From an optimization exercise on the open Yosys and OpenROAD flow, aimed at a short achievable clock period and few clock cycles per item; shortcuts taken in it are not production practice.
Function was checked by simulation only, so behaviour that the tests miss may differ from the original.
Power and IR drop assume default switching activity.

$ cat flow/run.sh
#!/bin/bash
# synth_recipe.tcl (not shown) runs the flow's synth.tcl, then flattens the netlist and writes it again
# the make line also repeats each setting of config.mk as NAME=value (left out here)
make -C /OpenROAD-flow-scripts/flow DESIGN_CONFIG=/design/flow/config.mk WORK_HOME=/design/flow/orfs CLKGATE_MAP_FILE= SYNTH_SCRIPT=/design/flow/synth_recipe.tcl finish
$ cat flow/config.mk
export PLATFORM = sky130hd
export DESIGN_NAME = mips_multicycle
export DESIGN_NICKNAME = mips_multicycle
export VERILOG_FILES = /design/flow/design.v
export SDC_FILE = /design/flow/constraint.sdc
export NUM_CORES = 4
export LEC_CHECK = 0
export CAP_MARGIN = 20
export CORE_MARGIN = 2
export CORE_UTILIZATION = 40
export SETUP_SLACK_MARGIN = 1.5
export SLEW_MARGIN = 20
$ cat flow/constraint.sdc
create_clock -name core_clock -period 6.0 [get_ports {clk}]
set_input_delay 1.2000 -clock core_clock [delete_from_list [all_inputs] [get_ports {clk}]]
set_output_delay 1.2000 -clock core_clock [all_outputs]
set_load 0.01 [all_outputs]
$ cat flow/design.v
module mips_multicycle #(
  parameter int          ADDR_WIDTH = 12,
  parameter logic [31:0] RESET_PC   = 32'h0000_0000,
  parameter int          NUM_REGS   = 32
) (
  input  logic                  clk,
  input  logic                  reset,
  output logic                  mem_req,
  output logic                  mem_we,
  output logic [ADDR_WIDTH-1:0] mem_addr,
  output logic [31:0]           mem_wdata,
  input  logic [31:0]           mem_rdata,
  input  logic                  mem_ready,
  output logic                  halted,
  output logic                  retire_valid,
  output logic [31:0]           retire_pc
);
  localparam int RW    = NUM_REGS > 1 ? $clog2(NUM_REGS) : 1;
  localparam int WA    = ADDR_WIDTH - 2;         
  localparam int CIDX  = 6;                      
  localparam int NC    = 1 << CIDX;              
  localparam int CTAG  = WA - CIDX;              
  localparam int LIMIT = 40;                     
  localparam int NEAR  = 2;                      
  localparam logic [WA-1:0] LIMIT_W = LIMIT;
  localparam logic [WA-1:0] NEAR_W  = NEAR;
  logic                  preq_q, pdat_q, pwe_q;
  logic [ADDR_WIDTH-1:0] paddr_q;
  logic [31:0]           pwdata_q;
  logic [NC-1:0]         cv_q;
  logic [CTAG-1:0]       ctag_q [NC];
  logic [31:0]           cdat_q [NC];
  logic [NC-1:0]         bv_q;
  logic [CTAG-1:0]       btag_q [NC];
  logic [WA-1:0]         bt_q [NC];
  logic [31:0]           fpc_q;
  logic [WA-1:0]         ppc_q;
  logic                  pr_q;      
  logic [WA-1:0]         pr_w_q;
  logic [1:0]            iq_cnt_q;
  logic [31:0]           iq0_ir_q, iq0_pc_q, iq1_ir_q, iq1_pc_q;
  logic                  iq0_fp_q, iq1_fp_q;   
  logic                  e_valid_q, e_trap_q, e_lw_q, e_sw_q, e_br_q, e_beq_q, e_pred_q, e_z_q;
  logic                  e_cin_q, e_and_q, e_or_q, e_slt_q;
  logic [4:0]            e_rs_q, e_rt_q, e_wr_q;
  logic [31:0]           e_pc_q, e_a_q, e_b_q, e_opb_q, e_imm_q, e_alt_q;
  logic                  e_fam_q, e_faw_q, e_fbm_q, e_fbw_q, e_ldh_q;   
  logic                  m_valid_q, m_trap_q, m_lw_q, m_mem_q, m_redir_q;
  logic [4:0]            m_wr_q;
  logic [31:0]           m_pc_q, m_sum_q, m_log_q, m_alt_q;
  logic                  m_sel_q, m_slt_q, m_a31_q, m_b31_q;
  logic                  w_valid_q, w_trap_q;
  logic [4:0]            w_wr_q;
  logic [31:0]           w_pc_q, w_val_q;
  logic                  stop_q, halting_q, halted_q;
  logic [31:0]           rf_q [NUM_REGS];
  logic hs, pfree;
  assign hs      = preq_q & mem_ready;
  assign pfree   = ~preq_q | mem_ready;
  assign mem_req   = preq_q & ~reset;
  assign mem_we    = pwe_q;
  assign mem_addr  = paddr_q;
  assign mem_wdata = pwdata_q;
  assign halted    = halted_q;
  assign retire_valid = w_valid_q & ~w_trap_q;
  assign retire_pc = w_pc_q;
  logic [WA-1:0]   f_w;
  logic [CIDX-1:0] f_idx;
  logic            f_hit, f_infl, f_direct, f_avail, f_need, b_hit;
  logic [31:0]     f_ir;
  logic [WA-1:0]   b_tw;
  assign f_w      = fpc_q[ADDR_WIDTH-1:2];
  assign f_idx    = f_w[CIDX-1:0];
  assign f_hit    = cv_q[f_idx] && ctag_q[f_idx] == f_w[WA-1:CIDX];
  assign f_infl   = preq_q && !pdat_q && paddr_q[ADDR_WIDTH-1:2] == f_w;
  assign f_direct = f_infl & mem_ready;
  assign f_avail  = f_hit | f_direct;
  assign f_need   = !f_hit && !f_infl;
  assign f_ir     = f_hit ? cdat_q[f_idx] : mem_rdata;
  assign b_hit    = bv_q[f_idx] && btag_q[f_idx] == f_w[WA-1:CIDX];
  assign b_tw     = bt_q[f_idx];
  logic        m_fwd, w_we;
  logic [31:0] m_res;
  assign m_fwd = m_valid_q && !m_lw_q && m_wr_q != 5'd0;
  assign m_res = m_slt_q ? {31'b0, (m_a31_q != m_b31_q) ? m_a31_q : m_sum_q[31]} :
                 m_sel_q ? m_log_q : m_sum_q;
  assign w_we  = w_valid_q && !w_trap_q && w_wr_q != 5'd0;
  logic        d_valid;
  logic [5:0]  d_op, d_fn;
  logic [4:0]  d_rs, d_rt, d_rd;
  logic [31:0] d_simm, d_pc4, d_bt, d_jt, d_rs_val, d_rt_val;
  logic        d_r, d_lw, d_sw, d_beq, d_bne, d_addi, d_j, d_legal, d_pred, d_redir_k;
  logic        d_alu, d_sub, d_urs, d_urt, d_haz;
  logic [WA-1:0] d_tw;
  assign d_valid = iq_cnt_q != 2'd0;
  assign d_op   = iq0_ir_q[31:26];
  assign d_rs   = iq0_ir_q[25:21];
  assign d_rt   = iq0_ir_q[20:16];
  assign d_rd   = iq0_ir_q[15:11];
  assign d_fn   = iq0_ir_q[5:0];
  assign d_simm = {{16{iq0_ir_q[15]}}, iq0_ir_q[15:0]};
  assign d_r    = d_op == 6'h00;
  assign d_lw   = d_op == 6'h23;
  assign d_sw   = d_op == 6'h2B;
  assign d_beq  = d_op == 6'h04;
  assign d_bne  = d_op == 6'h05;
  assign d_addi = d_op == 6'h08;
  assign d_j    = d_op == 6'h02;
  assign d_legal = (d_r && (d_fn == 6'h20 || d_fn == 6'h22 || d_fn == 6'h24 || d_fn == 6'h25 || d_fn == 6'h2A))
                 || d_lw || d_sw || d_beq || d_bne || d_addi || d_j;
  assign d_alu  = d_r || d_addi;
  assign d_sub  = d_r && (d_fn == 6'h22 || d_fn == 6'h2A);
  assign d_urs  = !d_j;
  assign d_urt  = d_r || d_sw || d_beq || d_bne;
  assign d_pc4  = iq0_pc_q + 32'd4;
  logic [30:0] d_bt31;
  assign d_bt31 = {iq0_pc_q[31:2], 1'b1} + {d_simm[29:0], 1'b1};
  assign d_bt   = {d_bt31[30:1], 2'b00};
  assign d_jt   = {d_pc4[31:28], iq0_ir_q[25:0], 2'b00};
  assign d_pred = (d_beq && (d_rs == d_rt || iq0_ir_q[15])) || (d_bne && d_rs != d_rt && iq0_ir_q[15]);
  assign d_redir_k = (d_j || d_pred) && !iq0_fp_q;
  assign d_tw   = d_j ? iq0_ir_q[WA-1:0] : d_bt[ADDR_WIDTH-1:2];
  assign d_haz  = d_alu &&
                  ((e_valid_q && e_wr_q != 5'd0 &&
                    ((d_urs && e_wr_q == d_rs) || (d_urt && e_wr_q == d_rt))) ||
                   (m_valid_q && m_lw_q && m_wr_q != 5'd0 &&
                    ((d_urs && m_wr_q == d_rs) || (d_urt && m_wr_q == d_rt))));
  assign d_rs_val = (d_rs == 5'd0 || {27'b0, d_rs} >= NUM_REGS) ? 32'h0 :
                    (m_fwd && m_wr_q == d_rs) ? m_res :
                    (w_we && w_wr_q == d_rs) ? w_val_q : rf_q[d_rs[RW-1:0]];
  assign d_rt_val = (d_rt == 5'd0 || {27'b0, d_rt} >= NUM_REGS) ? 32'h0 :
                    (m_fwd && m_wr_q == d_rt) ? m_res :
                    (w_we && w_wr_q == d_rt) ? w_val_q : rf_q[d_rt[RW-1:0]];
  logic [31:0] e_fa, e_fb, e_sum, e_log;
  logic [ADDR_WIDTH-1:0] e_ea;
  logic        e_live, e_mem, e_mis, m_busy, e_adv, e_accept, e_taken, e_misp, e_mis_adv;
  assign e_live = e_valid_q && !m_redir_q;
  assign e_fa = e_fam_q ? m_res : e_faw_q ? w_val_q : e_a_q;
  assign e_fb = e_fbm_q ? m_res : e_fbw_q ? w_val_q : e_b_q;
  logic [32:0] e_sum33;
  assign e_sum33 = {e_a_q, 1'b1} + {e_opb_q, e_cin_q};
  assign e_sum = e_sum33[32:1];
  assign e_log = e_and_q ? (e_a_q & e_b_q) : (e_a_q | e_b_q);
  assign e_ea  = e_fa[ADDR_WIDTH-1:0] + e_imm_q[ADDR_WIDTH-1:0];
  assign e_mem = e_lw_q | e_sw_q;
  assign e_mis = e_mem && e_ea[1:0] != 2'b00;
  assign m_busy = m_valid_q && m_mem_q && !mem_ready;   
  assign e_adv  = e_live && !m_busy && !e_ldh_q && (!e_mem || e_mis || pfree);
  assign e_accept = !e_valid_q || e_adv;
  assign e_taken  = e_beq_q ? (e_fa == e_fb) : (e_fa != e_fb);
  assign e_misp   = e_br_q && (e_taken != e_pred_q) && !e_z_q;
  assign e_mis_adv  = e_adv && e_mis;
  logic issue_data;
  assign issue_data = e_adv && e_mem && !e_mis;
  logic [WA-1:0]   a_w;
  logic [CIDX-1:0] a_idx;
  logic            a_hit, ab_hit, a_fill;
  logic [31:0]     a_pc4;
  assign a_w    = m_alt_q[ADDR_WIDTH-1:2];
  assign a_idx  = a_w[CIDX-1:0];
  assign a_hit  = cv_q[a_idx] && ctag_q[a_idx] == a_w[WA-1:CIDX];
  assign ab_hit = bv_q[a_idx] && btag_q[a_idx] == a_w[WA-1:CIDX];
  assign a_pc4  = m_alt_q + 32'd4;
  assign a_fill = m_redir_q && a_hit;
  logic d_adv, d_redirect, d_trap_adv, iq_flush, push, b_redirect;
  assign d_adv      = d_valid && e_accept && !stop_q && !halting_q && !d_haz && !m_redir_q;
  assign d_redirect = d_adv && d_redir_k;
  assign d_trap_adv = d_adv && !d_legal;
  assign iq_flush   = m_redir_q || e_mis_adv || d_redirect || d_trap_adv;
  assign push       = f_avail && iq_cnt_q != 2'd2 && !stop_q && !halting_q && !m_redir_q;
  assign b_redirect = push && b_hit;
  logic [4:0] x_rs, x_rt;
  logic       x_urs, x_urt, x_alu, m_adv, e_wrr, nfam, nfaw, nfbm, nfbw, nldh;
  assign x_rs  = d_adv ? d_rs : e_rs_q;
  assign x_rt  = d_adv ? d_rt : e_rt_q;
  assign x_urs = d_adv ? d_urs : !e_br_q && !e_mem ? 1'b0 : 1'b1;
  assign x_urt = d_adv ? d_urt : e_br_q || e_sw_q;
  assign x_alu = d_adv ? d_alu : !(e_br_q || e_mem);
  assign m_adv = m_valid_q && !m_busy;
  assign e_wrr = e_wr_q != 5'd0 && !e_lw_q && !e_mis;
  assign nfam = e_adv && e_wrr && e_wr_q == d_rs && !d_alu;
  assign nfbm = e_adv && e_wrr && e_wr_q == d_rt && !d_alu;
  assign nfaw = m_adv && m_wr_q != 5'd0 && m_wr_q == x_rs && !x_alu;
  assign nfbw = m_adv && m_wr_q != 5'd0 && m_wr_q == x_rt && !x_alu;
  assign nldh = (e_adv && e_lw_q && !e_mis && e_wr_q != 5'd0 && !d_alu &&
                 ((d_urs && e_wr_q == d_rs) || (d_urt && e_wr_q == d_rt))) ||
                (m_busy && m_lw_q && m_wr_q != 5'd0 && !x_alu &&
                 ((x_urs && m_wr_q == x_rs) || (x_urt && m_wr_q == x_rt)));
  logic d_btb_wr, d_c12;
  logic [WA:0] d_lo;
  assign d_lo     = {1'b0, iq0_pc_q[ADDR_WIDTH-1:2]} + {1'b0, d_simm[WA-1:0]} + 1'b1;
  assign d_c12    = d_lo[WA];
  assign d_btb_wr = d_redirect && !d_j &&
                    ((d_simm[31:WA] == '0 && !d_c12) || (d_simm[31:WA] == '1 && d_c12));
  logic                  bw_q;
  logic [CIDX-1:0]       bw_idx_q;
  logic [CTAG-1:0]       bw_tag_q;
  logic [WA-1:0]         bw_t_q;
  logic [CIDX-1:0] p_idx;
  logic            p_hit, p_infl, in_win, pnear, memop_soon, want_fill, issue_fill, skip;
  logic [WA-1:0]   pdist, cand;
  assign p_idx  = ppc_q[CIDX-1:0];
  assign p_hit  = cv_q[p_idx] && ctag_q[p_idx] == ppc_q[WA-1:CIDX];
  assign p_infl = preq_q && !pdat_q && paddr_q[ADDR_WIDTH-1:2] == ppc_q;
  assign pdist  = ppc_q - f_w;
  assign in_win = pdist < LIMIT_W && !(pr_q && !keep);
  assign pnear  = pdist < NEAR_W;
  assign memop_soon = (iq_cnt_q != 2'd0 && (iq0_ir_q[31:26] == 6'h23 || iq0_ir_q[31:26] == 6'h2B)) ||
                      (iq_cnt_q == 2'd2 && (iq1_ir_q[31:26] == 6'h23 || iq1_ir_q[31:26] == 6'h2B)) ||
                      (e_valid_q && e_mem);
  assign cand      = f_need ? f_w : ppc_q;
  assign skip      = !f_need && in_win && (p_hit || p_infl);
  assign want_fill = !stop_q && !halting_q && !m_redir_q &&
                     (f_need || (in_win && !p_hit && !p_infl && (pnear || !memop_soon)));
  assign issue_fill = pfree && want_fill && !issue_data;
  logic [WA-1:0] ppc_n, pr_w_n, rdiff;
  logic          keep;
  assign ppc_n  = f_need ? (issue_fill ? f_w + 1'b1 : f_w) :
                  (skip || issue_fill) ? ppc_q + 1'b1 : ppc_q;
  assign rdiff  = ppc_q - pr_w_q;
  assign keep   = !rdiff[WA-1];
  assign pr_w_n = a_fill ? (ab_hit ? bt_q[a_idx] : a_pc4[ADDR_WIDTH-1:2]) :
                  m_redir_q ? m_alt_q[ADDR_WIDTH-1:2] : d_redirect ? d_tw : b_tw;
  always_ff @(posedge clk) begin
    if (hs && !pdat_q) begin
      cdat_q[paddr_q[CIDX+1:2]] <= mem_rdata;
      ctag_q[paddr_q[CIDX+1:2]] <= paddr_q[ADDR_WIDTH-1:CIDX+2];
    end
    bw_idx_q <= iq0_pc_q[CIDX+1:2];
    bw_tag_q <= iq0_pc_q[ADDR_WIDTH-1:CIDX+2];
    bw_t_q   <= d_tw;
    if (bw_q) begin
      btag_q[bw_idx_q] <= bw_tag_q;
      bt_q[bw_idx_q]   <= bw_t_q;
    end
    pr_w_q <= pr_w_n;
    if (a_fill) begin
      iq0_ir_q <= cdat_q[a_idx];
      iq0_pc_q <= m_alt_q;
      iq0_fp_q <= ab_hit;
    end else if (push) begin
      if (iq_cnt_q == 2'd0 || (iq_cnt_q == 2'd1 && d_adv)) begin
        iq0_ir_q <= f_ir;
        iq0_pc_q <= fpc_q;
        iq0_fp_q <= b_hit;
      end else begin
        iq1_ir_q <= f_ir;
        iq1_pc_q <= fpc_q;
        iq1_fp_q <= b_hit;
      end
    end
    if (iq_cnt_q == 2'd2 && d_adv && !a_fill) begin
      iq0_ir_q <= iq1_ir_q;
      iq0_pc_q <= iq1_pc_q;
      iq0_fp_q <= iq1_fp_q;
    end
    if (d_adv) begin
      e_trap_q    <= !d_legal;
      e_lw_q      <= d_lw;
      e_sw_q      <= d_sw;
      e_br_q      <= d_beq | d_bne;
      e_beq_q     <= d_beq;
      e_pred_q    <= d_pred;
      e_z_q       <= iq0_ir_q[15:0] == 16'h0;
      e_cin_q     <= d_sub;
      e_and_q     <= d_r && d_fn == 6'h24;
      e_or_q      <= d_r && d_fn == 6'h25;
      e_slt_q     <= d_r && d_fn == 6'h2A;
      e_rs_q      <= d_rs;
      e_rt_q      <= d_rt;
      e_wr_q      <= !d_legal ? 5'd0 : d_r ? d_rd : (d_addi || d_lw) ? d_rt : 5'd0;
      e_pc_q      <= iq0_pc_q;
      e_a_q       <= d_rs_val;
      e_b_q       <= d_rt_val;
      e_opb_q     <= d_addi ? d_simm : d_sub ? ~d_rt_val : d_rt_val;
      e_imm_q     <= d_simm;
      e_alt_q     <= d_pred ? d_pc4 : d_bt;
    end else begin
      e_a_q <= e_fa;
      e_b_q <= e_fb;
    end
    e_fam_q <= nfam && d_adv;
    e_fbm_q <= nfbm && d_adv;
    e_faw_q <= nfaw;
    e_fbw_q <= nfbw;
    e_ldh_q <= nldh;
    if (e_adv) begin
      m_trap_q <= e_trap_q | e_mis;
      m_lw_q   <= e_lw_q & !e_mis;
      m_mem_q  <= e_mem & !e_mis;
      m_wr_q   <= e_mis ? 5'd0 : e_wr_q;
      m_pc_q   <= e_pc_q;
    end
    m_sum_q <= e_sum;
    m_log_q <= e_log;
    m_sel_q <= e_and_q | e_or_q;
    m_slt_q <= e_slt_q;
    m_a31_q <= e_a_q[31];
    m_b31_q <= e_b_q[31];
    m_alt_q <= e_alt_q;
    if (issue_data) begin
      pwe_q    <= e_sw_q;
      paddr_q  <= {e_ea[ADDR_WIDTH-1:2], 2'b00};
      pwdata_q <= e_fb;
    end else if (issue_fill) begin
      pwe_q    <= 1'b0;
      paddr_q  <= {cand, 2'b00};
    end
    w_wr_q   <= m_wr_q;
    w_pc_q   <= m_pc_q;
    w_trap_q <= m_trap_q;
    w_val_q  <= m_lw_q ? mem_rdata : m_res;
    if (reset) begin
      preq_q    <= 1'b0;
      pdat_q    <= 1'b0;
      cv_q      <= '0;
      bv_q      <= '0;
      bw_q      <= 1'b0;
      fpc_q     <= RESET_PC;
      ppc_q     <= RESET_PC[ADDR_WIDTH-1:2];
      pr_q      <= 1'b0;
      iq_cnt_q  <= 2'd0;
      e_valid_q <= 1'b0;
      m_valid_q <= 1'b0;
      m_redir_q <= 1'b0;
      w_valid_q <= 1'b0;
      stop_q    <= 1'b0;
      halting_q <= 1'b0;
      halted_q  <= 1'b0;
      for (int i = 0; i < NUM_REGS; i++) rf_q[i] <= '0;
    end else begin
      if (issue_data || issue_fill) begin
        preq_q <= 1'b1;
        pdat_q <= issue_data;
      end else if (hs) preq_q <= 1'b0;
      if (hs && !pdat_q) cv_q[paddr_q[CIDX+1:2]] <= 1'b1;
      bw_q <= d_btb_wr;
      if (bw_q) bv_q[bw_idx_q] <= 1'b1;
      if (a_fill) fpc_q <= ab_hit ? {m_alt_q[31:ADDR_WIDTH], bt_q[a_idx], 2'b00} : a_pc4;
      else if (m_redir_q) fpc_q <= m_alt_q;
      else if (d_redirect) fpc_q <= d_j ? d_jt : d_bt;
      else if (b_redirect) fpc_q <= {fpc_q[31:ADDR_WIDTH], b_tw, 2'b00};
      else if (push) fpc_q <= fpc_q + 32'd4;
      if (a_fill) iq_cnt_q <= 2'd1;
      else if (iq_flush) iq_cnt_q <= 2'd0;
      else iq_cnt_q <= iq_cnt_q + {1'b0, push} - {1'b0, d_adv};
      pr_q <= m_redir_q || d_redirect;
      if (pr_q && !keep && !f_need) ppc_q <= pr_w_q;
      else ppc_q <= ppc_n;
      e_valid_q <= (e_live && !e_adv) || (d_adv && !e_mis_adv);
      m_valid_q <= (m_valid_q && m_busy) || e_adv;
      m_redir_q <= e_adv && e_misp;
      w_valid_q <= m_valid_q && !m_busy;
      if (w_we && {27'b0, w_wr_q} < NUM_REGS) rf_q[w_wr_q[RW-1:0]] <= w_val_q;
      stop_q    <= !m_redir_q && (stop_q || d_trap_adv || e_mis_adv);
      if (w_valid_q && w_trap_q) halting_q <= 1'b1;
      if (halting_q && !preq_q) halted_q <= 1'b1;
    end
  end
endmodule
==> metrics.cfg, run 1 <==
[timing]
skew_ns = 0.0545
tns_ns = 0
period_share = 0.756
worst_pin_slew_ns = 1.32
hold_violations = 0
rsz0062_at_grt = yes
relSlewSlack = 0.107
min_period_ns = 4.54
maxSlewViolCount = 0
setup-violations-final = 0
fmaxAchievable_ghz = 0.220

[grt]
grt_use_total = 0.269
grt_pass1_vias = 146000
grt_overflow = 0
grt_antenna_before_repair = 51
grt_max_degree = 142
grt_pass1_wl_um = 1180000

[critical_path]
rrSetupSlack_ns = 1.46
arrival_ns = 5.50
startpoint_type = register
crit_type = reg -> reg
end_kind = register
required_ns = 6.97
path_max_fanout = 15

[layout]
fillers = 51600
layout-drive-gt1-share = 0.330
final_cell_mix = 4561 x edfxtp_1, 2745 x mux4_2, 1030 x and2_1
multi_input_area_mm2 = 0.0956
area_growth_pct = 14.1
nets = 14400
regArea_mm2 = 0.147
instances_no_fill = 22800
layout_commonest_cell = edfxtp_1

[clock_network]
cts_tree = done
cts-buffers-inserted = 567
ctsHoldBuffers = 0
clock_path_buffers = 4
htreeDepth = 6
clk_pin_slew_ns = 0.06
root_buffer = clkbuf_16
clock_latency_ns = 1.10
cts_sinks = 5045

[floorplan]
rows = 287
dieWidth_um = 787
die-area_mm2 = 0.620
die_h_um = 787
core_mm2 = 0.611
ios = 115
start_util = 0.402

[drt]
ant_nets = 0
drt-wirelength-per-cell_um = 37.6
routed_wirelength_um = 859000
drt_iter0_markers = 21400
drc = 0
drt_pass1_iterations = 6
vias_per_cell = 6.51
routed-via-count = 149000

[logic_synthesis]
synth_ff_type = edfxtp_1
async_flop_share = 0
synth-seq-cells = 5045
netlist_instances = 13900
synthDistinctLibCells = 103
netlist_top_cells_area = edfxtp_1 56%, mux4_2 25%, dfxtp_1 3.9%
syn_avg_cell_area_um2 = 17.6
synth_area_leader_cell = edfxtp_1
syn_area_mm2 = 0.245
yosysWarnings = 1
yosysSeqAreaShare = 0.598
synth_edf_count = 4561
synth_top_area_frac = 0.558

[placement]
gp_congestion = 0.899
dp.cells = 21700
port_buffers = 112
hpwl_um = 513000

[hold_path]
hold_path_class = reg -> reg

[power]
fin_total_pwr_mw = 112
power.density_mw_per_mm2 = 399
p_leak_nw = 89.8
peakVddDrop_uv = 309

[flow_run]
maxCapViolCount = 0

[status]
status = no timing/DRC/antenna violations

## sequential cells by signal (all words and copies together) (netlist names), 64 cells and up, named ones only
name / count
ctag_q: 256
cdat_q: 2048
rf_q: 1024
btag_q: 256
bv_q: 64
cv_q: 64
bt_q: 640
## synthesized netlist by cell type (48+ instances only)
master,number
a211oi_1,48
a21oi_1,423
a22oi_1,82
a31oi_1,63
and2_1,1031
and3_1,54
buf_1,229
buf_2,137
clkbuf_1,725
dfxtp_1,484
edfxtp_1,4561
ha_1,101
inv_1,138
mux2_2,77
mux2i_1,416
mux4_2,2745
nand2_1,404
nand3_1,132
nand4_1,55
nor2_1,685
nor3_1,60
o211ai_1,61
o21ai_0,219
xnor2_1,228
xor2_1,86
## metrics by stage
step	cell area, um2	utilization	worst slack, ns	hold WS (ns)
after floorplan	246000	-	0.769	0.323
after global placement	259000	0.425	0.552	0.326
after detailed placement	259000	0.425	0.599	0.329
after CTS	279000	0.456	1.46	0.338
after global routing	280000	0.458	1.40	0.340
final	280000	0.458	1.46	0.330
## critical path, cell delays in order (launching register included)
cell      delay (ns)
dfxtp_4         0.62
buf_4           0.21
nand2b_2        0.23
nor2_1          0.11
a22oi_1         0.52
nand4_1         0.20
xnor2_1         0.18
o31ai_2         0.28
buf_4           0.19
a32o_2          0.30
buf_8           0.15
or4b_1          0.48
buf_6           0.20
mux2i_1         0.13
a2111o_1        0.44
a21oi_1         0.15
## repair_timing
item	CTS	global route
pin swaps	10	25
gates resized for setup	63	118
setup buffers	80	49
setup endpoints to repair	377	192
gates cloned	6	10
## report_power, final
part / internal (mW) / total, mW / switching, mW
Combinational: 14.3 / 33.2 / 18.9
Sequential: 41.4 / 44.2 / 2.73
Clock: 19.4 / 34.2 / 14.9
Total: 75.1 / 112 / 36.5
## final cells by class
class | instances | share of cell area
Timing Repair Buffer | 876 | 0.0313
Sequential cell | 5045 | 0.524
Multi-Input combinational cell | 7634 | 0.341
Clock buffer | 739 | 0.0550
Tap cell | 8092 | 0.0362
Inverter | 149 | 0.00209
Antenna cell | 20 | 0.000179
Clock inverter | 287 | 0.00939
## metal layers
| metal | global-route usage | vias to the layer above | share of wire |
|---|---|---|---|
| met5 | 0 | - | 0.00025 |
| met1 | 0.369 | 79400 | 0.38 |
| li1 | - | 58100 | - |
| met2 | 0.420 | 9292 | 0.46 |
| met3 | 0.0597 | 1908 | 0.11 |
| met4 | 0.108 | 28 | 0.049 |
## cell families (layout without fill, tap and decap cells)
logic type | after synthesis | in the layout | synth area share
flip-flops | 5045 | 5045 | 0.598
multiplexers | 3256 | 3256 | 0.274
AND/OR/NAND/NOR | 2694 | 2697 | 0.0576
buffers and inverters | 1289 | 2051 | 0.0216
AO/OA/AOI/OAI | 1194 | 1195 | 0.0306
XOR/XNOR | 314 | 314 | 0.0112
adder cells (fa/ha/maj) | 138 | 138 | 0.00682
other | 1 | 54 | 0.0000153
## final timing paths
| kind | from | to | cells past startpoint |
|---|---|---|---|
| worst max-delay path | register | fpc_q[8] | 15 |
| worst min-delay path | e_alt_q[9] | m_alt_q[9] | 0 |
| worst max register to register | register | fpc_q[8] | 15 |
| worst min register to register | e_alt_q[9] | m_alt_q[9] | 0 |
Testbench counts, summed over its fixed seeds: cycles 74,124, instructions 53,074.
==> run 2, diff against run 1 <==
--- a/flow/design.v
+++ b/flow/design.v
@@ -36,4 +36,7 @@
   logic [31:0]           fpc_q;
   logic [WA-1:0]         ppc_q;
+  logic                  nb_v_q;    
+  logic [WA-1:0]         nb_t_q;
+  logic                  in_win_q, pnear_q;
   logic                  pr_q;      
   logic [WA-1:0]         pr_w_q;
@@ -50,4 +53,6 @@
   logic [31:0]           m_pc_q, m_sum_q, m_log_q, m_alt_q;
   logic                  m_sel_q, m_slt_q, m_a31_q, m_b31_q;
+  logic                  m_ahit_q;    
+  logic [31:0]           m_air_q, m_apc4_q;
   logic                  w_valid_q, w_trap_q;
   logic [4:0]            w_wr_q;
@@ -72,5 +77,11 @@
   assign f_w      = fpc_q[ADDR_WIDTH-1:2];
   assign f_idx    = f_w[CIDX-1:0];
-  assign f_hit    = cv_q[f_idx] && ctag_q[f_idx] == f_w[WA-1:CIDX];
+  logic [NC-1:0]   f_match, b_match;
+  always_comb
+    for (int i = 0; i < NC; i++) begin
+      f_match[i] = cv_q[i] && ctag_q[i] == f_w[WA-1:CIDX] && f_idx == i[CIDX-1:0];
+      b_match[i] = bv_q[i] && btag_q[i] == f_w[WA-1:CIDX] && f_idx == i[CIDX-1:0];
+    end
+  assign f_hit    = |f_match;
   assign f_infl   = preq_q && !pdat_q && paddr_q[ADDR_WIDTH-1:2] == f_w;
   assign f_direct = f_infl & mem_ready;
@@ -78,5 +89,5 @@
   assign f_need   = !f_hit && !f_infl;
   assign f_ir     = f_hit ? cdat_q[f_idx] : mem_rdata;
-  assign b_hit    = bv_q[f_idx] && btag_q[f_idx] == f_w[WA-1:CIDX];
+  assign b_hit    = |b_match;
   assign b_tw     = bt_q[f_idx];
   logic        m_fwd, w_we;
@@ -146,5 +157,5 @@
   assign e_mis = e_mem && e_ea[1:0] != 2'b00;
   assign m_busy = m_valid_q && m_mem_q && !mem_ready;   
-  assign e_adv  = e_live && !m_busy && !e_ldh_q && (!e_mem || e_mis || pfree);
+  assign e_adv  = e_live && !m_busy && !e_ldh_q && (!e_mem || pfree);
   assign e_accept = !e_valid_q || e_adv;
   assign e_taken  = e_beq_q ? (e_fa == e_fb) : (e_fa != e_fb);
@@ -155,12 +166,9 @@
   logic [WA-1:0]   a_w;
   logic [CIDX-1:0] a_idx;
-  logic            a_hit, ab_hit, a_fill;
-  logic [31:0]     a_pc4;
-  assign a_w    = m_alt_q[ADDR_WIDTH-1:2];
+  logic            a_hit, a_fill;
+  assign a_w    = e_alt_q[ADDR_WIDTH-1:2];
   assign a_idx  = a_w[CIDX-1:0];
   assign a_hit  = cv_q[a_idx] && ctag_q[a_idx] == a_w[WA-1:CIDX];
-  assign ab_hit = bv_q[a_idx] && btag_q[a_idx] == a_w[WA-1:CIDX];
-  assign a_pc4  = m_alt_q + 32'd4;
-  assign a_fill = m_redir_q && a_hit;
+  assign a_fill = m_redir_q && m_ahit_q;
   logic d_adv, d_redirect, d_trap_adv, iq_flush, push, b_redirect;
   assign d_adv      = d_valid && e_accept && !stop_q && !halting_q && !d_haz && !m_redir_q;
@@ -169,5 +177,5 @@
   assign iq_flush   = m_redir_q || e_mis_adv || d_redirect || d_trap_adv;
   assign push       = f_avail && iq_cnt_q != 2'd2 && !stop_q && !halting_q && !m_redir_q;
-  assign b_redirect = push && b_hit;
+  assign b_redirect = push && nb_v_q;
   logic [4:0] x_rs, x_rt;
   logic       x_urs, x_urt, x_alu, m_adv, e_wrr, nfam, nfaw, nfbm, nfbw, nldh;
@@ -191,5 +199,5 @@
   assign d_lo     = {1'b0, iq0_pc_q[ADDR_WIDTH-1:2]} + {1'b0, d_simm[WA-1:0]} + 1'b1;
   assign d_c12    = d_lo[WA];
-  assign d_btb_wr = d_redirect && !d_j &&
+  assign d_btb_wr = d_redirect && !d_j && iq0_pc_q[ADDR_WIDTH-1:2] != '0 &&
                     ((d_simm[31:WA] == '0 && !d_c12) || (d_simm[31:WA] == '1 && d_c12));
   logic                  bw_q;
@@ -204,6 +212,6 @@
   assign p_infl = preq_q && !pdat_q && paddr_q[ADDR_WIDTH-1:2] == ppc_q;
   assign pdist  = ppc_q - f_w;
-  assign in_win = pdist < LIMIT_W && !(pr_q && !keep);
-  assign pnear  = pdist < NEAR_W;
+  assign in_win = in_win_q && !(pr_q && !keep);
+  assign pnear  = pnear_q;
   assign memop_soon = (iq_cnt_q != 2'd0 && (iq0_ir_q[31:26] == 6'h23 || iq0_ir_q[31:26] == 6'h2B)) ||
                       (iq_cnt_q == 2'd2 && (iq1_ir_q[31:26] == 6'h23 || iq1_ir_q[31:26] == 6'h2B)) ||
@@ -220,6 +228,6 @@
   assign rdiff  = ppc_q - pr_w_q;
   assign keep   = !rdiff[WA-1];
-  assign pr_w_n = a_fill ? (ab_hit ? bt_q[a_idx] : a_pc4[ADDR_WIDTH-1:2]) :
-                  m_redir_q ? m_alt_q[ADDR_WIDTH-1:2] : d_redirect ? d_tw : b_tw;
+  assign pr_w_n = a_fill ? m_apc4_q[ADDR_WIDTH-1:2] :
+                  m_redir_q ? m_alt_q[ADDR_WIDTH-1:2] : d_tw;
   always_ff @(posedge clk) begin
     if (hs && !pdat_q) begin
@@ -227,6 +235,5 @@
       ctag_q[paddr_q[CIDX+1:2]] <= paddr_q[ADDR_WIDTH-1:CIDX+2];
     end
-    bw_idx_q <= iq0_pc_q[CIDX+1:2];
-    bw_tag_q <= iq0_pc_q[ADDR_WIDTH-1:CIDX+2];
+    {bw_tag_q, bw_idx_q} <= iq0_pc_q[ADDR_WIDTH-1:2] - 1'b1;
     bw_t_q   <= d_tw;
     if (bw_q) begin
@@ -235,23 +242,25 @@
     end
     pr_w_q <= pr_w_n;
+    if (push) nb_t_q <= b_tw;
+    in_win_q <= pdist < LIMIT_W;
+    pnear_q  <= pdist < NEAR_W;
     if (a_fill) begin
-      iq0_ir_q <= cdat_q[a_idx];
+      iq0_ir_q <= m_air_q;
       iq0_pc_q <= m_alt_q;
-      iq0_fp_q <= ab_hit;
-    end else if (push) begin
-      if (iq_cnt_q == 2'd0 || (iq_cnt_q == 2'd1 && d_adv)) begin
-        iq0_ir_q <= f_ir;
-        iq0_pc_q <= fpc_q;
-        iq0_fp_q <= b_hit;
-      end else begin
-        iq1_ir_q <= f_ir;
-        iq1_pc_q <= fpc_q;
-        iq1_fp_q <= b_hit;
+      iq0_fp_q <= 1'b0;
+    end else if (iq_cnt_q == 2'd2) begin
+      if (d_adv) begin
+        iq0_ir_q <= iq1_ir_q;
+        iq0_pc_q <= iq1_pc_q;
+        iq0_fp_q <= iq1_fp_q;
       end
-    end
-    if (iq_cnt_q == 2'd2 && d_adv && !a_fill) begin
-      iq0_ir_q <= iq1_ir_q;
-      iq0_pc_q <= iq1_pc_q;
-      iq0_fp_q <= iq1_fp_q;
+    end else if (iq_cnt_q == 2'd0 || d_adv) begin
+      iq0_ir_q <= f_ir;
+      iq0_pc_q <= fpc_q;
+      iq0_fp_q <= nb_v_q;
+    end else begin
+      iq1_ir_q <= f_ir;
+      iq1_pc_q <= fpc_q;
+      iq1_fp_q <= nb_v_q;
     end
     if (d_adv) begin
@@ -299,4 +308,7 @@
     m_b31_q <= e_b_q[31];
     m_alt_q <= e_alt_q;
+    m_apc4_q  <= e_alt_q + 32'd4;
+    m_ahit_q  <= a_hit;
+    m_air_q   <= cdat_q[a_idx];
     if (issue_data) begin
       pwe_q    <= e_sw_q;
@@ -320,4 +332,5 @@
       ppc_q     <= RESET_PC[ADDR_WIDTH-1:2];
       pr_q      <= 1'b0;
+      nb_v_q    <= 1'b0;
       iq_cnt_q  <= 2'd0;
       e_valid_q <= 1'b0;
@@ -337,8 +350,8 @@
       bw_q <= d_btb_wr;
       if (bw_q) bv_q[bw_idx_q] <= 1'b1;
-      if (a_fill) fpc_q <= ab_hit ? {m_alt_q[31:ADDR_WIDTH], bt_q[a_idx], 2'b00} : a_pc4;
+      if (a_fill) fpc_q <= m_apc4_q;
       else if (m_redir_q) fpc_q <= m_alt_q;
       else if (d_redirect) fpc_q <= d_j ? d_jt : d_bt;
-      else if (b_redirect) fpc_q <= {fpc_q[31:ADDR_WIDTH], b_tw, 2'b00};
+      else if (b_redirect) fpc_q <= {fpc_q[31:ADDR_WIDTH], nb_t_q, 2'b00};
       else if (push) fpc_q <= fpc_q + 32'd4;
       if (a_fill) iq_cnt_q <= 2'd1;
@@ -346,4 +359,6 @@
       else iq_cnt_q <= iq_cnt_q + {1'b0, push} - {1'b0, d_adv};
       pr_q <= m_redir_q || d_redirect;
+      if (d_redirect || m_redir_q) nb_v_q <= 1'b0;
+      else if (push) nb_v_q <= b_hit && !b_redirect;
       if (pr_q && !keep && !f_need) ppc_q <= pr_w_q;
       else ppc_q <= ppc_n;
--- a/flow/config.mk
+++ b/flow/config.mk
@@ -9,4 +9,4 @@
 export CORE_MARGIN = 2
 export CORE_UTILIZATION = 40
-export SETUP_SLACK_MARGIN = 1.5
+export SETUP_SLACK_MARGIN = 2.6
 export SLEW_MARGIN = 20
==> run 2 against run 1 <==
Effect of this change: still clean on timing, DRC and antenna; total power grew 11%; combinational power increased by 31%; clock-buffer cell count decreased by 6; sequential power increased by 3%; first-iteration DRC count down 2.9%; worst setup slack gained 0.90 ns; die area decreased by 1.9%; final cell count is 1.4% higher; register-to-register slack improved by 0.90 ns; routed wire length down 1.7%; critical path depth fell by 1; largest cell class unchanged.
==> metrics.cfg, run 2 <==
[logic_synthesis]
synth_common_cells = 4570 x edfxtp_1, 2347 x mux4_2, 1010 x and2_1, 732 x clkbuf_1, 665 x nor2_1  ; was 4561 x edfxtp_1, 2745 x mux4_2, 1031 x and2_1, 725 x clkbuf_1, 685 x nor2_1
synth_ff_type = edfxtp_1  ; unchanged
netlist_instances = 13900  ; about the same
synth_mux_area_frac = 0.237  ; was 0.274
async_flop_share = 0  ; unchanged
syn_area_mm2 = 0.241  ; was 0.245 mm2
synthDistinctLibCells = 87  ; was 103
synth_compound_area_frac = 0.0252  ; was 0.0306
synth-seq-cells = 5127  ; was 5045
netlist_top_cells_area = edfxtp_1 57%, mux4_2 22%, dfxtp_1 4.6%  ; was edfxtp_1 56%, mux4_2 25%, dfxtp_1 3.9%
synth-simple-area-share = 0.0632  ; was 0.0576
synth_edf_count = 4570  ; was 4561
synth_top_area_frac = 0.570  ; was 0.558
synth_xor_area_frac = 0.0307  ; was 0.0112
yosys.area_share.adder = 0.00718  ; was 0.00682
synth_top_family_by_area = multiplexers  ; unchanged
yosysWarnings = 1  ; unchanged
yosysSeqAreaShare = 0.617  ; was 0.598
synth_area_leader_cell = edfxtp_1  ; unchanged
synthMostInstantiatedCell = edfxtp_1  ; unchanged
syn_avg_cell_area_um2 = 17.2  ; was 17.6 um2

[floorplan]
start_util = 0.402  ; about the same
ios = 115  ; unchanged
die-area_mm2 = 0.608  ; was 0.620 mm2
rows = 284  ; was 287
dieWidth_um = 779  ; was 787 um
core_mm2 = 0.599  ; was 0.611 mm2
die_h_um = 779  ; was 787 um

[placement]
gp_congestion = 0.966  ; was 0.899
port_buffers = 112  ; unchanged
hpwl_um = 504000  ; was 513000 um

[layout]
layout-drive-gt1-share = 0.327  ; was 0.330
nets = 14800  ; was 14400
largest_reg_flops = 2048  ; unchanged
area_growth_pct = 17.4  ; was 14.1%
utilization = 0.472  ; was 0.458
final_cell_mix = 4570 x edfxtp_1, 2347 x mux4_2, 1003 x and2_1  ; was 4561 x edfxtp_1, 2745 x mux4_2, 1030 x and2_1
layout_commonest_cell = edfxtp_1  ; unchanged

[timing]
worst_pin_slew_ns = 1.19  ; was 1.32 ns
fmaxAchievable_ghz = 0.275  ; was 0.220 GHz
relSlewSlack = 0.203  ; was 0.107
tns_ns = 0  ; unchanged
hold_violations = 0  ; unchanged
rsz0062_at_grt = yes  ; unchanged
min_period_ns = 3.64  ; was 4.54 ns
maxSlewViolCount = 0  ; unchanged
setup-violations-final = 0  ; unchanged
period_share = 0.607  ; was 0.756
skew_ns = 0.0508  ; was 0.0545 ns

[critical_path]
path_max_fanout = 10  ; was 15
rrSetupSlack_ns = 2.36  ; was 1.46 ns
r2r_cells = 14  ; was 15
crit_type = reg -> reg  ; unchanged
end_kind = register  ; unchanged
required_ns = 6.96  ; was 6.97 ns
startpoint_type = register  ; unchanged
arrival_ns = 4.60  ; was 5.50 ns

[drt]
drt_pass1_iterations = 6  ; unchanged
ant_nets = 0  ; unchanged
routed_wirelength_um = 844000  ; was 859000 um
drc = 0  ; unchanged
routed-via-count = 146000  ; was 149000
vias_per_cell = 6.31  ; was 6.51
drt-wirelength-per-cell_um = 36.4  ; was 37.6 um
drt_iter0_markers = 20800  ; was 21400

[clock_network]
cts_sinks = 5127  ; was 5045
clk_pin_slew_ns = 0.06  ; about the same
cts_tree = done  ; unchanged
clock_latency_ns = 1.10  ; about the same
ctsHoldBuffers = 0  ; unchanged
root_buffer = clkbuf_16  ; unchanged
htreeDepth = 6  ; unchanged
clock_path_buffers = 4  ; unchanged
cts-buffers-inserted = 562  ; was 567

[hold_path]
hold_path_class = reg -> reg  ; unchanged
holdPathEnd = m_slt_q  ; was m_alt_q[9]
min_path_cells = 0  ; unchanged
worstHoldStart = e_slt_q  ; was e_alt_q[9]

[power]
power.density_mw_per_mm2 = 437  ; was 399 mW/mm2
peakVddDrop_uv = 471  ; was 309 uV
p_leak_nw = 92.9  ; was 89.8 nW

[grt]
grt_overflow = 0  ; unchanged
grt_antenna_before_repair = 72  ; was 51
grt_pass1_vias = 142000  ; was 146000
grt_use_total = 0.272  ; was 0.269
grt_pass1_wl_um = 1160000  ; was 1180000 um
grt_max_degree = 122  ; was 142

[flow_run]
maxCapViolCount = 0  ; unchanged

[status]
status = no timing/DRC/antenna violations  ; unchanged

[run 2: cell types whose count changed in the layout (fill, tap and decap cells not counted), sizes merged, moves of 23 or more]
cell / delta
or2: +30
buf: +298
nor4: +110
xnor2: +205
mux2i: -73
o21ai: -28
clkdlybuf4s50: -23
xor2: +325
a22oi: -48
dfxtp: +73
diode: +40
a21oi: -45
mux4: -415
nand4: +110
[run 2: final cells by class]
cell class,instances,area [um2]
Antenna cell,60,150
Timing Repair Buffer,1190,14200
Tap cell,8008,10000
Clock inverter,284,2740
Sequential cell,5127,149000
Clock buffer,733,15300
Fill cell,50100,316000
Multi-Input combinational cell,7631,90900
Inverter,137,547
[run 2: worst max-delay path by stage]
| stage | start | end | slack (ns) | cells after the start |
|---|---|---|---|---|
| 6_report | register | register | 2.36 | 14 |
| 5_1_grt | m_sel_q | paddr_q[11] | 2.29 | 17 |
| 4_1_cts | register | register | 2.41 | 10 |
| 3_5_place_dp | mem_ready | fpc_q[30] | 1.04 | 12 |
| 3_3_place_gp | mem_ready | fpc_q[19] | 1.05 | 13 |
| 2_1_floorplan | mem_ready | pwdata_q[0] | 1.73 | 7 |
[run 2: timing repair]
action,in CTS,in global routing
gates resized for setup,615,279
pin swaps,101,128
cloned,79,11
setup buffers,276,120
setup endpoints to repair,1649,546
[run 2: power by group]
| part | internal (mW) | switching (mW) | total (mW) |
|---|---|---|---|
| Clock | 19.7 | 14.9 | 34.5 |
| Sequential | 43.0 | 2.52 | 45.5 |
| Combinational | 19.3 | 24.1 | 43.4 |
[run 2: critical path, cell delays in order (launching register included)]
cell	delay (ns)
dfxtp_4	0.36
buf_4	0.12
buf_12	0.16
buf_16	0.17
mux4_2	0.52
a22oi_2	0.20
nand4_1	0.31
xnor2_1	0.24
a31oi_1	0.25
o21ai_2	0.09
buf_6	0.15
or3_4	0.41
nand4_4	0.15
mux2i_4	0.30
a211oi_2	0.05
[run 2: metal layers]
metal	GRT usage	part of all wire	vias to the layer above
met3	0.0615	0.11	1741
met2	0.418	0.46	9187
met4	0.106	0.045	38
met1	0.378	0.39	77600
met5	0	0.00027	-
li1	-	-	57700
[run 2: logic make-up (layout without fill, tap and decap cells)]
family,count (synthesis),count (layout)
compound gates,995,997
fa+ha+maj,142,142
buf+inv,1228,2344
other cells,1,94
flops,5127,5127
xor+xnor,844,844
simple gates,2857,2862
mux,2752,2752
[run 2: metrics by stage]
step	cells	hold WS (ns)	setup WS, ns	total power [mW]	instance area [um2]
2_1_floorplan	14000	0.323	1.73	69.5	241000
3_3_place_gp	21600	0.325	1.05	83.6	254000
3_5_place_dp	21600	0.329	1.04	83.7	254000
4_1_cts	23000	0.351	2.41	122	280000
5_1_grt	23100	0.359	2.29	127	282000
6_report	23200	0.348	2.36	123	282000
Testbench counts of run 2, summed over its fixed seeds: cycles 74,397, instructions 53,074.
==> run 3, diff against run 2 <==
--- a/flow/design.v
+++ b/flow/design.v
@@ -21,6 +21,6 @@
   localparam int NC    = 1 << CIDX;              
   localparam int CTAG  = WA - CIDX;              
-  localparam int LIMIT = 40;                     
-  localparam int NEAR  = 2;                      
+  localparam int LIMIT = 52;                     
+  localparam int NEAR  = 3;                      
   localparam logic [WA-1:0] LIMIT_W = LIMIT;
   localparam logic [WA-1:0] NEAR_W  = NEAR;
@@ -39,4 +39,5 @@
   logic [WA-1:0]         nb_t_q;
   logic                  in_win_q, pnear_q;
+  logic [NC-1:0]         fpt_q;     
   logic                  pr_q;      
   logic [WA-1:0]         pr_w_q;
@@ -44,4 +45,5 @@
   logic [31:0]           iq0_ir_q, iq0_pc_q, iq1_ir_q, iq1_pc_q;
   logic                  iq0_fp_q, iq1_fp_q;   
+  logic                  iq0_pt_q, iq1_pt_q;   
   logic                  e_valid_q, e_trap_q, e_lw_q, e_sw_q, e_br_q, e_beq_q, e_pred_q, e_z_q;
   logic                  e_cin_q, e_and_q, e_or_q, e_slt_q;
@@ -50,7 +52,9 @@
   logic                  e_fam_q, e_faw_q, e_fbm_q, e_fbw_q, e_ldh_q;   
   logic                  m_valid_q, m_trap_q, m_lw_q, m_mem_q, m_redir_q;
+  logic                  e_fp_q, m_fp_q;      
+  logic                  bi_q, w_ret_q;
+  logic [CIDX-1:0]       bi_idx_q;
   logic [4:0]            m_wr_q;
-  logic [31:0]           m_pc_q, m_sum_q, m_log_q, m_alt_q;
-  logic                  m_sel_q, m_slt_q, m_a31_q, m_b31_q;
+  logic [31:0]           m_pc_q, m_res_q, m_alt_q;
   logic                  m_ahit_q;    
   logic [31:0]           m_air_q, m_apc4_q;
@@ -68,5 +72,5 @@
   assign mem_wdata = pwdata_q;
   assign halted    = halted_q;
-  assign retire_valid = w_valid_q & ~w_trap_q;
+  assign retire_valid = w_ret_q;
   assign retire_pc = w_pc_q;
   logic [WA-1:0]   f_w;
@@ -94,6 +98,5 @@
   logic [31:0] m_res;
   assign m_fwd = m_valid_q && !m_lw_q && m_wr_q != 5'd0;
-  assign m_res = m_slt_q ? {31'b0, (m_a31_q != m_b31_q) ? m_a31_q : m_sum_q[31]} :
-                 m_sel_q ? m_log_q : m_sum_q;
+  assign m_res = m_res_q;
   assign w_we  = w_valid_q && !w_trap_q && w_wr_q != 5'd0;
   logic        d_valid;
@@ -129,5 +132,7 @@
   assign d_bt   = {d_bt31[30:1], 2'b00};
   assign d_jt   = {d_pc4[31:28], iq0_ir_q[25:0], 2'b00};
-  assign d_pred = (d_beq && (d_rs == d_rt || iq0_ir_q[15])) || (d_bne && d_rs != d_rt && iq0_ir_q[15]);
+  assign d_pred = (iq0_fp_q && (d_beq || d_bne)) ||
+                  (d_beq && (d_rs == d_rt || iq0_ir_q[15] || iq0_pt_q)) ||
+                  (d_bne && d_rs != d_rt && (iq0_ir_q[15] || iq0_pt_q));
   assign d_redir_k = (d_j || d_pred) && !iq0_fp_q;
   assign d_tw   = d_j ? iq0_ir_q[WA-1:0] : d_bt[ADDR_WIDTH-1:2];
@@ -143,5 +148,5 @@
                     (m_fwd && m_wr_q == d_rt) ? m_res :
                     (w_we && w_wr_q == d_rt) ? w_val_q : rf_q[d_rt[RW-1:0]];
-  logic [31:0] e_fa, e_fb, e_sum, e_log;
+  logic [31:0] e_fa, e_fb, e_sum, e_log, e_res;
   logic [ADDR_WIDTH-1:0] e_ea;
   logic        e_live, e_mem, e_mis, m_busy, e_adv, e_accept, e_taken, e_misp, e_mis_adv;
@@ -150,6 +155,8 @@
   assign e_fb = e_fbm_q ? m_res : e_fbw_q ? w_val_q : e_b_q;
   logic [32:0] e_sum33;
-  assign e_sum33 = {e_a_q, 1'b1} + {e_opb_q, e_cin_q};
+  assign e_sum33 = {e_a_q, 1'b1} + {e_cin_q ? ~e_opb_q : e_opb_q, e_cin_q};
   assign e_sum = e_sum33[32:1];
+  assign e_res = e_slt_q ? {31'b0, (e_a_q[31] != e_b_q[31]) ? e_a_q[31] : e_sum[31]} :
+                 (e_and_q | e_or_q) ? e_log : e_sum;
   assign e_log = e_and_q ? (e_a_q & e_b_q) : (e_a_q | e_b_q);
   assign e_ea  = e_fa[ADDR_WIDTH-1:0] + e_imm_q[ADDR_WIDTH-1:0];
@@ -222,10 +229,12 @@
                      (f_need || (in_win && !p_hit && !p_infl && (pnear || !memop_soon)));
   assign issue_fill = pfree && want_fill && !issue_data;
-  logic [WA-1:0] ppc_n, pr_w_n, rdiff;
-  logic          keep;
+  logic [WA-1:0] ppc_n, pr_w_n, rd_a, rd_m, rd_d;
+  logic          keep, keep_q;
   assign ppc_n  = f_need ? (issue_fill ? f_w + 1'b1 : f_w) :
                   (skip || issue_fill) ? ppc_q + 1'b1 : ppc_q;
-  assign rdiff  = ppc_q - pr_w_q;
-  assign keep   = !rdiff[WA-1];
+  assign rd_a   = ppc_q - m_apc4_q[ADDR_WIDTH-1:2];
+  assign rd_m   = ppc_q - m_alt_q[ADDR_WIDTH-1:2];
+  assign rd_d   = ppc_q - d_tw;
+  assign keep   = keep_q;
   assign pr_w_n = a_fill ? m_apc4_q[ADDR_WIDTH-1:2] :
                   m_redir_q ? m_alt_q[ADDR_WIDTH-1:2] : d_tw;
@@ -242,4 +251,5 @@
     end
     pr_w_q <= pr_w_n;
+    keep_q <= a_fill ? !rd_a[WA-1] : m_redir_q ? !rd_m[WA-1] : !rd_d[WA-1];
     if (push) nb_t_q <= b_tw;
     in_win_q <= pdist < LIMIT_W;
@@ -249,4 +259,5 @@
       iq0_pc_q <= m_alt_q;
       iq0_fp_q <= 1'b0;
+      iq0_pt_q <= 1'b0;
     end else if (iq_cnt_q == 2'd2) begin
       if (d_adv) begin
@@ -254,4 +265,5 @@
         iq0_pc_q <= iq1_pc_q;
         iq0_fp_q <= iq1_fp_q;
+        iq0_pt_q <= iq1_pt_q;
       end
     end else if (iq_cnt_q == 2'd0 || d_adv) begin
@@ -259,8 +271,10 @@
       iq0_pc_q <= fpc_q;
       iq0_fp_q <= nb_v_q;
+      iq0_pt_q <= fpt_q[f_idx];
     end else begin
       iq1_ir_q <= f_ir;
       iq1_pc_q <= fpc_q;
       iq1_fp_q <= nb_v_q;
+      iq1_pt_q <= fpt_q[f_idx];
     end
     if (d_adv) begin
@@ -282,7 +296,8 @@
       e_a_q       <= d_rs_val;
       e_b_q       <= d_rt_val;
-      e_opb_q     <= d_addi ? d_simm : d_sub ? ~d_rt_val : d_rt_val;
+      e_opb_q     <= d_addi ? d_simm : d_rt_val;
       e_imm_q     <= d_simm;
       e_alt_q     <= d_pred ? d_pc4 : d_bt;
+      e_fp_q      <= iq0_fp_q && !iq0_ir_q[15];
     end else begin
       e_a_q <= e_fa;
@@ -301,15 +316,15 @@
       m_pc_q   <= e_pc_q;
     end
-    m_sum_q <= e_sum;
-    m_log_q <= e_log;
-    m_sel_q <= e_and_q | e_or_q;
-    m_slt_q <= e_slt_q;
-    m_a31_q <= e_a_q[31];
-    m_b31_q <= e_b_q[31];
+    m_res_q <= e_res;
     m_alt_q <= e_alt_q;
+    m_fp_q  <= e_fp_q;
+    bi_idx_q <= m_pc_q[CIDX+1:2] - 1'b1;
     m_apc4_q  <= e_alt_q + 32'd4;
     m_ahit_q  <= a_hit;
     m_air_q   <= cdat_q[a_idx];
-    if (issue_data) begin
+    if (reset) begin
+      pwe_q    <= 1'b0;
+      paddr_q  <= RESET_PC[ADDR_WIDTH-1:0];
+    end else if (issue_data) begin
       pwe_q    <= e_sw_q;
       paddr_q  <= {e_ea[ADDR_WIDTH-1:2], 2'b00};
@@ -324,9 +339,12 @@
     w_val_q  <= m_lw_q ? mem_rdata : m_res;
     if (reset) begin
-      preq_q    <= 1'b0;
+      preq_q    <= 1'b1;
       pdat_q    <= 1'b0;
       cv_q      <= '0;
       bv_q      <= '0;
+      fpt_q     <= '0;
       bw_q      <= 1'b0;
+      bi_q      <= 1'b0;
+      w_ret_q   <= 1'b0;
       fpc_q     <= RESET_PC;
       ppc_q     <= RESET_PC[ADDR_WIDTH-1:2];
@@ -349,4 +367,6 @@
       if (hs && !pdat_q) cv_q[paddr_q[CIDX+1:2]] <= 1'b1;
       bw_q <= d_btb_wr;
+      bi_q <= m_redir_q && m_fp_q;
+      if (bi_q) bv_q[bi_idx_q] <= 1'b0;
       if (bw_q) bv_q[bw_idx_q] <= 1'b1;
       if (a_fill) fpc_q <= m_apc4_q;
@@ -366,9 +386,11 @@
       m_valid_q <= (m_valid_q && m_busy) || e_adv;
       m_redir_q <= e_adv && e_misp;
+      if (e_adv && e_br_q) fpt_q[e_pc_q[CIDX+1:2]] <= e_taken;
       w_valid_q <= m_valid_q && !m_busy;
+      w_ret_q   <= m_valid_q && !m_busy && !m_trap_q;
       if (w_we && {27'b0, w_wr_q} < NUM_REGS) rf_q[w_wr_q[RW-1:0]] <= w_val_q;
       stop_q    <= !m_redir_q && (stop_q || d_trap_adv || e_mis_adv);
-      if (w_valid_q && w_trap_q) halting_q <= 1'b1;
-      if (halting_q && !preq_q) halted_q <= 1'b1;
+      if (m_valid_q && m_trap_q) halting_q <= 1'b1;
+      if ((halting_q || (m_valid_q && m_trap_q)) && !preq_q) halted_q <= 1'b1;
     end
   end
--- a/flow/config.mk
+++ b/flow/config.mk
@@ -9,4 +9,4 @@
 export CORE_MARGIN = 2
 export CORE_UTILIZATION = 40
-export SETUP_SLACK_MARGIN = 2.6
+export SETUP_SLACK_MARGIN = 2.8
 export SLEW_MARGIN = 20
==> run 3 against run 2 <==
Effect of this change: worst hold slack worse by 0.017 ns; fmax fell by 5.1%; cell area rose by 4.2%.
==> metrics.cfg, run 3 <==
[status]
status = no timing/DRC/antenna violations  ; unchanged

[logic_synthesis]
syn_avg_cell_area_um2 = 15.9  ; was 17.2 um2
yosysWarnings = 1  ; unchanged
netlist_top_cells_area = edfxtp_1 56%, mux4_2 19%, dfxtp_1 4.9%  ; was edfxtp_1 57%, mux4_2 22%, dfxtp_1 4.6%
yosysSeqAreaShare = 0.606  ; was 0.617
synth-seq-cells = 5168  ; was 5127
synth_area_leader_cell = edfxtp_1  ; unchanged
synth_edf_count = 4561  ; was 4570
netlist_instances = 15400  ; was 13900
async_flop_share = 0  ; unchanged
synth_top_area_frac = 0.557  ; was 0.570
synth_ff_type = edfxtp_1  ; unchanged
synthMostInstantiatedCell = edfxtp_1  ; unchanged
synth_common_cells = 4561 x edfxtp_1, 2051 x mux4_2, 1024 x and2_1, 852 x clkbuf_1, 695 x nand2_1  ; was 4570 x edfxtp_1, 2347 x mux4_2, 1010 x and2_1, 732 x clkbuf_1, 665 x nor2_1
syn_area_mm2 = 0.246  ; was 0.241 mm2
synthDistinctLibCells = 91  ; was 87

[drt]
top_layer = met5  ; unchanged
routed_wirelength_um = 917000  ; was 844000 um
vias_per_cell = 6.39  ; was 6.31
wl_met2_um = 412000  ; was 386000 um
route.met3.wl_um = 104000  ; was 90700 um
met1Wirelength_um = 347000  ; was 329000 um
drt-wirelength-per-cell_um = 36.7  ; was 36.4 um
drt_iter0_markers = 24100  ; was 20800
routed-via-count = 160000  ; was 146000
drc = 0  ; unchanged
drt_pass1_iterations = 8  ; was 6
ant_nets = 0  ; unchanged

[grt]
grt_antenna_before_repair = 78  ; was 72
grt_max_degree = 117  ; was 122
grt_use_total = 0.283  ; was 0.272
grt_pass1_vias = 153000  ; was 142000
grt_overflow = 0  ; unchanged
grt_pass1_wl_um = 1240000  ; was 1160000 um

[layout]
largest_reg_flops = 2048  ; unchanged
layout_commonest_cell = edfxtp_1  ; unchanged
fin_area_mm2 = 0.294  ; was 0.282 mm2
utilization = 0.480  ; was 0.472
instances_no_fill = 25000  ; was 23200
final_cell_mix = 4561 x edfxtp_1, 2051 x mux4_2, 1015 x and2_1  ; was 4570 x edfxtp_1, 2347 x mux4_2, 1003 x and2_1
nets = 16500  ; was 14800
area_growth_pct = 19.7  ; was 17.4%
layout-drive-gt1-share = 0.319  ; was 0.327

[power]
p_leak_nw = 98.7  ; was 92.9 nW
p_switching_mw = 52.8  ; was 41.5 mW
peakVddDrop_uv = 452  ; was 471 uV
p_int_mw = 90.3  ; was 81.9 mW
fin_total_pwr_mw = 143  ; was 123 mW
clkPwrFrac = 0.238  ; was 0.280
power.density_mw_per_mm2 = 486  ; was 437 mW/mm2
combPwrFrac = 0.440  ; was 0.352
power_switching_share = 0.369  ; was 0.336
power_frac_seq = 0.322  ; was 0.369

[timing]
period_share = 0.639  ; was 0.607
relSlewSlack = 0.176  ; was 0.203
maxSlewViolCount = 0  ; unchanged
skew_ns = 0.0797  ; was 0.0508 ns
fin_ws_ns = 2.16  ; was 2.36 ns
min_period_ns = 3.84  ; was 3.64 ns
setup-violations-final = 0  ; unchanged
hold_violations = 0  ; unchanged
rsz0062_at_grt = yes  ; unchanged
fmaxAchievable_ghz = 0.261  ; was 0.275 GHz
worst_pin_slew_ns = 1.24  ; was 1.19 ns
hold_ws_ns = 0.332  ; was 0.348 ns
tns_ns = 0  ; unchanged

[clock_network]
cts_sinks = 5168  ; was 5127
clock_path_buffers = 4  ; unchanged
ctsHoldBuffers = 0  ; unchanged
clk_pin_slew_ns = 0.06  ; about the same
clock_latency_ns = 1.16  ; was 1.10 ns
htreeDepth = 6  ; unchanged
cts-buffers-inserted = 556  ; was 562
root_buffer = clkbuf_16  ; unchanged
cts_tree = done  ; unchanged

[critical_path]
rr_startpoint = iq0_ir_q[31]
crit_type = reg -> reg  ; unchanged
end_kind = register  ; unchanged
critPathLaunch = iq0_ir_q[31]
path_max_fanout = 5  ; was 10
startpoint_type = register  ; unchanged
required_ns = 6.97  ; was 6.96 ns
arrival_ns = 4.81  ; was 4.60 ns

[floorplan]
ios = 115  ; unchanged
start_util = 0.401  ; was 0.402
dieWidth_um = 788  ; was 779 um
rows = 288  ; was 284
core_mm2 = 0.614  ; was 0.599 mm2
die_h_um = 788  ; was 779 um
die-area_mm2 = 0.621  ; was 0.608 mm2

[placement]
port_buffers = 112  ; unchanged
hpwl_um = 547000  ; was 504000 um
gp_congestion = 0.962  ; was 0.966
dp_slack_ns = 1.00  ; was 1.04 ns
dpl-instance-area_mm2 = 0.260  ; was 0.254 mm2
dp.cells = 23100  ; was 21600

[hold_path]
worstHoldStart = e_alt_q[0]  ; was e_slt_q
hold_path_class = reg -> reg  ; unchanged

[flow_run]
maxCapViolCount = 0  ; unchanged

## run 3: cell families (layout without fill, tap and decap cells)
group,count (synthesis),in the layout,synth area share
flops,5168,5168,0.606
simple gates,3186,3191,0.0667
mux,2866,2866,0.222
compound gates,1860,1861,0.0463
buf+inv,1369,2702,0.0216
xor+xnor,842,842,0.0300
fa+ha+maj,138,138,0.00710
other cells,1,79,0.0000152
## run 3: worst max-delay path, stage by stage (launching register included)
cell and delay, ns:
edfxtp_1 0.63, nor2_1 0.33, and3_1 0.40, mux2i_2 0.65, a21boi_0 0.25, o21a_1 0.23
o21a_1 0.18, o21ai_0 0.24, a21oi_2 0.09, a21boi_2 0.16, or4b_1 0.50
## run 3: final cells by class
type / instances / area, um2
Fill cell: 51200 / 319000
Clock inverter: 249 / 2340
Antenna cell: 45 / 113
Multi-Input combinational cell: 8932 / 96900
Clock buffer: 761 / 15400
Timing Repair Buffer: 1525 / 19500
Sequential cell: 5168 / 149000
Tap cell: 8120 / 10200
Timing Repair inverter: 4 / 33.8
Inverter: 163 / 664
## run 3: final timing paths
kind | endpoint | slack [ns] | depth (start not counted)
max | keep_q | 2.16 | 10
min | m_apc4_q[0] | 0.33 | 0
max reg2reg | keep_q | 2.16 | 10
min reg2reg | m_apc4_q[0] | 0.33 | 0
## run 3: power by group through the flow
stage,registers [mW],clock network [mW],logic (mW)
6_report,46.1,34.1,62.9
5_1_grt,46.2,35.7,64.8
4_1_cts,46.0,34.4,58.0
3_5_place_dp,47.7,0,49.0
3_3_place_gp,47.6,0,48.9
2_1_floorplan,45.3,0,32.9
## run 3: routing by layer
| layer | global-route usage | vias to the layer above |
|---|---|---|
| met5 | 0 | - |
| met3 | 0.0603 | 2096 |
| met1 | 0.388 | 83500 |
| met2 | 0.435 | 10500 |
| li1 | - | 63300 |
| met4 | 0.131 | 36 |
## run 3: timing repair
item | 4_1_cts | 5_1_grt
pin swaps | 256 | 197
endpoints found under the hold margin | 0 | 0
gates cloned | 97 | 55
setup buffers | 464 | 166
gates resized for setup | 1106 | 447
endpoints found under the setup margin | 4262 | 1614
Testbench counts of run 3, summed over its fixed seeds: cycles 72,331, instructions 53,074.

-- port drivers added, routing unchanged --
In the flow no input, the clock included, has a driving cell. The finished layouts below were timed again as built, in two steps.
Step 1 assumes that a clkbuf_16 drives the clock port and a buf_2 every other input.
Step 2 moves the port delays by t, midway between the first and last clock arrival at a register: inputs arrive t later, outputs are due t later. That takes back most of the time a late clock gives input paths.
a / b / c = no drivers / after step 1 / after step 2; a / b = the first two.
| run | t, ns | slack for setup (ns) | hold WS [ns] | clock arrival spread, ns | slew at the worst register clock pin (ns) |
|---|---|---|---|---|---|
| run 1 | 1.210 | 1.462 / 1.431 / 0.690 | 0.330 / 0.330 / 0.330 | 0.066 / 0.066 | 0.07 / 0.07 |
| run 2 | 1.203 | 2.359 / 2.359 / 1.178 | 0.348 / 0.348 / 0.348 | 0.055 / 0.055 | 0.07 / 0.07 |
| run 3 | 1.224 | 2.165 / 2.165 / 1.386 | 0.332 / 0.332 / 0.332 | 0.087 / 0.087 | 0.08 / 0.08 |
After both steps setup and hold are still met in every run listed. For run 2, which loses most, drivers alone change the setup slack by 0.000 ns; drivers and shift together by -1.181 ns.
